This is an optimization exercise on Yosys and OpenROAD, whose aim is small area, not a production implementation.
Function was checked by simulation only, so behaviour that the tests miss may differ from the original.
Power figures rest on the tool's default switching activity, not on a simulated workload.

## flow/config.mk

```make
export PLATFORM = sky130hd
export DESIGN_NAME = noc_bridge
export DESIGN_NICKNAME = noc_bridge
export VERILOG_FILES = /design/flow/design.v
export SDC_FILE = /design/flow/constraint.sdc
export NUM_CORES = 4
export LEC_CHECK = 0
export CAP_MARGIN = 20
export CORE_MARGIN = 2
export CORE_UTILIZATION = 60
export PLACE_DENSITY = 0.9
export SLEW_MARGIN = 20
```

## flow/constraint.sdc

```tcl
create_clock -name core_clock -period 5.0 [get_ports {c}]
set_input_delay 1.0000 -clock core_clock [delete_from_list [all_inputs] [get_ports {c}]]
set_output_delay 1.0000 -clock core_clock [all_outputs]
set_load 0.01 [all_outputs]
```

## flow/design.v

```verilog
`default_nettype none
package noc_pkg;
    typedef enum logic [7:0] {
        RESP_READ  = 8'h40,
        RESP_WRITE = 8'h80
    } resp_kind_e;
    typedef struct packed {
        resp_kind_e                          kind;    
        logic [7:0]                          src_id;  
        logic [7:0]                          len;     
        logic [0:3-1][31:0]     words;   
    } resp_entry_t;
endpackage
`default_nettype wire
`timescale 1ns/1ps
`default_nettype none
module noc_bridge
(
    input  wire logic        c,
    input  wire logic        rst,
    input  wire logic        cmd_w,
    input  wire logic [7:0]  data_w,
    input  wire logic [31:0] data_rd,
    output logic             cmd_r,
    output logic [7:0]       data_r,
    output logic             sel,
    output logic             rw,
    output logic [31:0]      addr,
    output logic [31:0]      data_wr
);
    logic [31:0] s_a  [0:3];
    logic [7:0]  s_id [0:3];
    logic [1:0]  s_k  [0:3];   
    logic [31:0] q_d  [0:2];   
    logic [1:0]  dw;           
    logic [2:0]  dr;           
    logic [1:0]  g;            
    logic [7:0]  l1, l2, l3;
    logic [1:0]  dd;           
    logic [7:0]  dly;
    logic [3:0]  pc;           
    logic        pwr;          
    logic [2:0]  wp;           
    logic        act;
    logic [3:0]  b;            
    logic [2:0]  rp;           
    logic        dl;           
    logic [1:0]  fk;           
    wire op_ok = cmd_w && (data_w == 8'h23 || data_w == 8'h63);
    wire done  = (pc == 4'd9 && !pwr) || pc == 4'd13;
    wire [1:0] d_new = 2'd1 - wp[1:0] - g;
    always_ff @(posedge c or posedge rst) begin
        if (rst) begin
            pc <= '0;
            wp <= '0;
            dw <= '0;
            g  <= '0;
        end else begin
            g <= g + 2'd1;
            if (pc == 4'd0) begin
                if (op_ok) pc <= 4'd4 - {2'b0, d_new};
            end else if (done) begin
                pc <= 4'd0;
                wp <= wp + 3'd1;
                if (pwr) dw <= (dw == 2'd2) ? 2'd0 : dw + 2'd1;
            end else begin
                pc <= pc + 4'd1;
            end
        end
    end
    always_ff @(posedge c) begin
        l1 <= data_w;
        l2 <= l1;
        l3 <= l2;
        if (pc == 4'd0) begin
            pwr <= data_w[6];
            dd  <= d_new;
        end
    end
    always_comb begin
        case (dd)
            2'd0:    dly = data_w;
            2'd1:    dly = l1;
            2'd2:    dly = l2;
            default: dly = l3;
        endcase
    end
    always_ff @(posedge c) begin
        for (int i = 0; i < 4; i++) begin
            s_a[i]  <= s_a[(i + 3) % 4];
            s_id[i] <= s_id[(i + 3) % 4];
            s_k[i]  <= s_k[(i + 3) % 4];
            if (pc == 4'(5 + i)) s_a[i][8*i +: 8] <= dly;
        end
        if (pc == 4'd4) s_id[3] <= dly;
        if (pc == 4'd9) s_k[0]  <= pwr ? 2'd0 : dly[3:2];
        for (int i = 0; i < 3; i++) begin
            q_d[i] <= {(dw == 2'(i) && pc >= 4'd10) ? ~dly : q_d[i][7:0], q_d[i][31:8]};
        end
    end
    wire h_wr   = (fk == 2'd0);
    wire last   = h_wr ? (b[0] == 1'b1) : (b == {fk, 2'b11});
    wire rd_cap = act && !h_wr && b[1:0] == {dl, ~dl} && b[3:2] < fk;
    wire        free = !act || last;
    wire [2:0]  n    = act ? rp + 3'd1 : rp;
    wire [1:0]  n_p  = 2'd0 - n[1:0];        
    wire        ph0  = (g + 2'd1 == n_p);    
    wire        ph1  = (g + 2'd2 == n_p);    
    wire        go   = free && (n != wp) && (ph0 || ph1);
    always_ff @(posedge c or posedge rst) begin
        if (rst) begin
            act <= 1'b0;
            rp  <= '0;
            dr  <= 3'b001;
        end else begin
            if (free) begin
                rp  <= n;
                act <= go;
            end
            if (act && last && h_wr) dr <= {dr[1:0], dr[2]};
        end
    end
    always_ff @(posedge c) begin
        if (go) begin
            b  <= '0;
            dl <= ph1;
            fk <= ph0 ? s_k[3] : s_k[2];
        end else begin
            b  <= b + 4'd1;
        end
    end
    logic [31:0] wb;
    logic [7:0]  wt;
    always_ff @(posedge c) begin
        wb <= rd_cap ? data_rd : {data_rd[31:24], wb[31:8]};
        wt <= wb[7:0];
    end
    wire [31:0] h_a = s_a[0];
    assign sel     = act && (h_wr ? (b == {3'b0, dl}) : (b[1:0] == {1'b0, dl} && b[3:2] < fk));
    assign rw      = h_wr;
    logic [31:0] ai;
    logic [31:4] cz;
    logic [7:0]  gc;
    always_comb begin
        ai[1:0] = h_a[1:0];
        ai[2]   = h_a[2] ^ b[2];
        ai[3]   = h_a[3] ^ b[3] ^ (h_a[2] & b[2]);
        gc[0]   = 1'b0;
        gc[1]   = h_a[3] & (b[3] | (h_a[2] & b[2]));
        for (int k = 1; k < 7; k++) gc[k+1] = gc[k] & (&h_a[4*k +: 4]);
        for (int k = 1; k < 8; k++) begin
            cz[4*k] = gc[k];
            for (int i = 4*k + 1; i < 4*k + 4; i++) cz[i] = cz[i-1] & h_a[i-1];
        end
        for (int i = 4; i < 32; i++) ai[i] = h_a[i] ^ cz[i];
    end
    assign addr    = ai;
    assign data_wr = ~(({32{dr[0]}} & q_d[0]) | ({32{dr[1]}} & q_d[1]) | ({32{dr[2]}} & q_d[2]));
    always_comb begin
        cmd_r  = 1'b0;
        data_r = 8'h00;
        if (act) begin
            if (b == 4'd0) begin
                cmd_r  = 1'b1;
                data_r = h_wr ? 8'h80 : 8'h40;
            end else if (b == 4'd1) begin
                data_r = dl ? s_id[0] : s_id[1];
            end else if (b == 4'd2) begin
                data_r = {4'b0, fk, 2'b00};
            end else if (last) begin
                cmd_r  = 1'b1;
                data_r = 8'hE0;
            end else begin
                data_r = dl ? wb[7:0] : wt;
            end
        end
    end
endmodule
`default_nettype wire
```

## flow/flow/run.sh

```bash
#!/bin/bash
# Standard layout, with the port buffers made of the smallest buffer cell and no dummy clock loads.
set -euo pipefail
bash standard.sh "BUFFER_PORTS_ARGS=-buffer_cell sky130_fd_sc_hd__buf_1" "CTS_ARGS=-sink_clustering_enable -repair_clock_nets -sink_clustering_size 20 -sink_clustering_max_diameter 60 -buf_list sky130_fd_sc_hd__clkbuf_8 -dont_use_dummy_load" finish > standard_flow.log 2>&1
```

## flow/standard.sh

```bash
#!/bin/bash
# synth_recipe.tcl (not shown) runs the flow's synth.tcl, then flattens the netlist and writes it again
# the make line also repeats each setting of config.mk as NAME=value (left out here)
make -C /OpenROAD-flow-scripts/flow DESIGN_CONFIG=/design/flow/config.mk WORK_HOME=/design/flow/orfs CLKGATE_MAP_FILE= SYNTH_SCRIPT=/design/flow/synth_recipe.tcl "${@:-finish}"
```

==> impl_summary.log <==
[metrics] Area after DPL: 0.0112 mm2
[metrics] Max Transition Viols Final: 0
[metrics] crit path max fanout: 7
[metrics] fraction of final layout cells sized beyond drive strength 1: approximately 9%
[metrics] Final Routed Wirelength: 19,600 um
[metrics] CTS resizes: 0
[metrics] slack of the worst reg-to-reg path: 2470 ps
[metrics] Area growth syn-to-layout: 8.45%
[metrics] power per cell area: 685 mW/mm2
[metrics] startpoint type of the worst setup path: register
[metrics] routability-driven placement congestion ratio: 0.808
[metrics] post-route setup slack: 680 ps
[metrics] per-cell routed wire length: around 17 um
[metrics] Setup violations, final: 0
[metrics] cell type with the highest occurrence count on the critical path: sky130_fd_sc_hd__ha_1
[metrics] end of the worst register-to-register path: s_a[1][14]
[metrics] proportion of register bits with asynchronous set or reset after synthesis: 5.06%
[metrics] clock latency of the later-clocked register in the worst-skew pair: 550 ps
[metrics] count of buffers added by post-CTS timing repair for setup: 0
[metrics] Synth cell types: 53
[metrics] clock-pin slew on the worst setup and hold paths: 110 ps
[metrics] fin area: 0.0116 mm2
[metrics] leading post-synthesis cells by cell area: sky130_fd_sc_hd__dfxtp_1 (62%), sky130_fd_sc_hd__mux2_2 (4.5%), sky130_fd_sc_hd__ha_1 (4.2%)
[metrics] required time at the endpoint of the critical path: 4000 ps
[metrics] measured slew at the worst slew-check pin: roughly 1100 ps
[metrics] site row count: between 40 and 50
[metrics] count of antenna diodes in the layout: 0
[metrics] Post-Route Skew: 86.4 ps
[metrics] number of iterations in the first detailed-routing pass: 6
[metrics] Total Neg Setup Slack: 0 ps
[metrics] type of the setup path with the least slack: reg2out
[metrics] overall via count from detail_route: between 6k and 7k
[metrics] max capacitance violation total: 0
[metrics] floorplan die area: about 0.019 mm2
[metrics] data arrival time of the critical path: around 3300 ps
[metrics] Worst Reg2Reg Path Length in Cells: 3
[metrics] highest clock frequency the design can meet: 231 MHz
[metrics] count of input and output buffers: between 100 and 150
[metrics] total core area: 0.0174 mm2
[metrics] most common cell in the synthesized netlist: sky130_fd_sc_hd__dfxtp_1
[metrics] summed instance area of the synthesized netlist: 0.0107 mm2
[metrics] Final min period: 4320 ps
[metrics] list of most frequent post-synthesis cells: sky130_fd_sc_hd__dfxtp_1 (332), sky130_fd_sc_hd__nand2_1 (66), sky130_fd_sc_hd__o21ai_0 (52)
[metrics] capture point of the worst path: addr[31]
[metrics] overall fraction of global-route tracks in use: roughly 21%
[metrics] antenna viol nets, final: 0
[metrics] Initial Util: 61.5%
[metrics] number of instances in the synthesized netlist: 845
[metrics] vias in the first global route: 6,183
[metrics] VDD IR max: 0.394 mV
[metrics] io pins: about 120
[metrics] placed cell count: roughly 1.2k
[metrics] startpoint of the most critical setup path: b[2]
[metrics] height of the die: 137 um
[metrics] remaining max-slew budget at the tightest pin: 28.3%
[metrics] H-tree depth reported by CTS: 1
[metrics] Ys Warns: 5
[metrics] pin count of the biggest net entering global routing: 35
[metrics] horizontal extent of the die: 137 um
[metrics] critical path, cell by cell: ha_1, o21ai_0, nor4_1, nand2_1, nor3_1, ha_1, ha_1, ha_1, xor2_1, buf_1
[metrics] root buffer cell: sky130_fd_sc_hd__clkbuf_8
[metrics] layout net count: 1,031
[metrics] count of hold-fix buffers inserted at cts: 0
[metrics] clock tree from TritonCTS: built
[metrics] proportion of synthesized chip area in sequential cells: approximately 70%
[metrics] DR iter-0 viols: 452
[metrics] number of clock sinks: 356
[metrics] Cell Count, Final, Fillers Out: ~1.2k
[metrics] net count after synthesis: 924
[metrics] wire length of the first global-routing pass: 30,600 um
[metrics] crit share post-route: 86.4%
[metrics] startpoint of the most critical register-to-register path: dd[0]
[metrics] Final Hold Fails: 0
[metrics] share of the synthesized area in the top cell type: between 60% and 70%
[metrics] Synth area leader: sky130_fd_sc_hd__dfxtp_1
[metrics] LEAKAGE: 4.78 nW
[metrics] endpoint class of the critical path: primary output
[metrics] outcome: no timing/DRC/antenna violations
[metrics] clock tree buffer depth: 3
[metrics] dpl hpwl: between 10,000 and 15,000 um
[metrics] final routed DRC violation total: 0
[metrics] critical-path cell with the highest stage delay: sky130_fd_sc_hd__nor4_1
[metrics] RSZ-0062 raised after global routing: false
[metrics] register bit count reported by yosys: 356
[metrics] Avg Cell Area, Syn: 12.6 um2
[metrics] mean number of vias per cell: around 5.4
[metrics] worst slack after detailed placement: 1310 ps
[metrics] dominant register cell in the synthesized netlist: sky130_fd_sc_hd__dfxtp_1
[metrics] Hold WC Path Type: reg2reg
[metrics] final standard cell utilization of the core: 66.7%
[metrics] EDFF count, synth: 6
[metrics] number of buffers added by the clock tree synthesis step: 23
[metrics] remaining global-route overflow: 0
[metrics] worst stage delay on the critical path: 500 ps
[metrics] initial antenna violation count: 0
layout by cell type, fill, tap and decap left out, types with 3 or more instances in the layout:
cell and n:
sky130_fd_sc_hd__edfxtp_1 6, sky130_fd_sc_hd__nand4_1 5, sky130_fd_sc_hd__clkbuf_8 23, sky130_fd_sc_hd__inv_1 16, sky130_fd_sc_hd__o31ai_1 3, sky130_fd_sc_hd__a31oi_1 3
sky130_fd_sc_hd__buf_1 117, sky130_fd_sc_hd__dfxtp_1 332, sky130_fd_sc_hd__xor2_1 18, sky130_fd_sc_hd__ha_1 36, sky130_fd_sc_hd__nand3_1 6, sky130_fd_sc_hd__o21ai_0 52
sky130_fd_sc_hd__xnor2_1 10, sky130_fd_sc_hd__mux2i_1 24, sky130_fd_sc_hd__dfrtp_1 15, sky130_fd_sc_hd__a222oi_1 32, sky130_fd_sc_hd__mux2_2 43, sky130_fd_sc_hd__nor3_1 6
sky130_fd_sc_hd__nand2_1 66, sky130_fd_sc_hd__o21a_1 8, sky130_fd_sc_hd__nor2b_1 4, sky130_fd_sc_hd__a211oi_1 3, sky130_fd_sc_hd__and2_1 3, sky130_fd_sc_hd__nand2b_1 3
sky130_fd_sc_hd__o22a_1 3, sky130_fd_sc_hd__a21oi_1 36, sky130_fd_sc_hd__nor2_1 43
worst max-delay path, delay by kind of cell, from the launching register on:
| family | cells | cell delay (ps) |
|---|---|---|
| xor gates and xnor gates | 1 | 140 |
| buffers and inverters | 1 | 160 |
| DFF | 1 | 470 |
| adders and majority gates | 4 | 760 |
| AOI/OAI and AO/OA | 1 | 250 |
| and+or+nand+nor | 3 | 990 |
final cells by class:
type	count	area, um2
well taps	225	282
clock buffers	23	317
fillers	1207	5780
multi-input cells	436	3180
inverters	16	60.1
flip-flops and latches	356	7280
repair buffers	119	454
where the power goes:
part           switching [mW]  leakage, nW  total [mW]  internal (mW)
sequential              0.662         3.07        4.74           4.07
combinational            1.12         1.55        1.99          0.878
clock                   0.787        0.165        1.20          0.416
total                    2.57         4.78        7.93           5.37
how the worst min path moves through the flow:
stage / startpoint / to / cells after the start / slack, ps
final: s_k[0][0] / s_k[1][0] / 0 / 300
after global placement: s_a[2][13] / s_a[3][13] / 0 / 310
after floorplan: s_a[3][10] / s_a[0][10] / 0 / 310
after CTS: s_k[0][0] / s_k[1][0] / 0 / 310
after global routing: s_k[0][0] / s_k[1][0] / 0 / 320
after detailed placement: s_a[3][29] / s_a[0][29] / 0 / 310
registers in the layout, indices dropped and copies added, names as in the netlist:
signal	flops
wp	3
g	2
rp	3
dw	2
act	1
wt	8
l3	8
wb	32
b	4
dr	3
l2	8
l1	8
dd	2
s_k	8
pc	4
s_a	128
q_d	96
dl	1
fk	2
pwr	1
s_id	32
layer usage:
layer	share of wire, %	vias to the layer above	global-route usage (%)
met5	0	-	0
met4	2.4	0	5.84
met3	5.0	42	3.61
met2	48	181	34.4
met1	45	2996	27.4
li1	-	3139	-
metrics by stage:
| stage | hold slack (ps) | total power, mW |
|---|---|---|
| CTS | 313 | 7.95 |
| detailed placement | 312 | 6.75 |
| floorplan | 310 | 6.07 |
| global route | 323 | 8.42 |
| finish | 296 | 7.93 |
| global placement | 309 | 6.62 |
cells by family (layout without fill, tap and decap cells):
kind of cell               count (synthesis)  after routing  share of synthesized area (%)
AOI/OAI and AO/OA                        151            151                           9.58
xor gates and xnor gates                  28             28                           2.30
adders and majority gates                 36             36                           4.22
buffers and inverters                     53            158                           2.22
DFF                                      356            356                           68.2
muxes                                     68             68                           6.93
and+or+nand+nor                          153            153                           6.58

==> separate check: timing with driven ports <==
The flow's constraints put no driver on any port. The routed layout listed below was extracted and timed again, unchanged, in two steps. Step 1 sets driving cells, clkbuf_16 on the clock port and buf_2 on the other inputs (assumed; they add their load-dependent delay and slew). Step 2 moves the port delays by t, midway between the first and last clock arrival at a register: inputs arrive t later, outputs are due t later. That takes back most of the time a late clock gives input paths. a / b / c = ideal ports / drivers / drivers and shift; a / b = the first two.
t, ns: 0.554
slack for setup (ns): 0.680 / 0.642 / 1.196
hold WS [ns]: 0.296 / 0.296 / 0.296
After both steps this run still meets setup and hold. For this run, drivers alone change the setup slack by -0.038 ns; drivers and shift together by +0.516 ns.
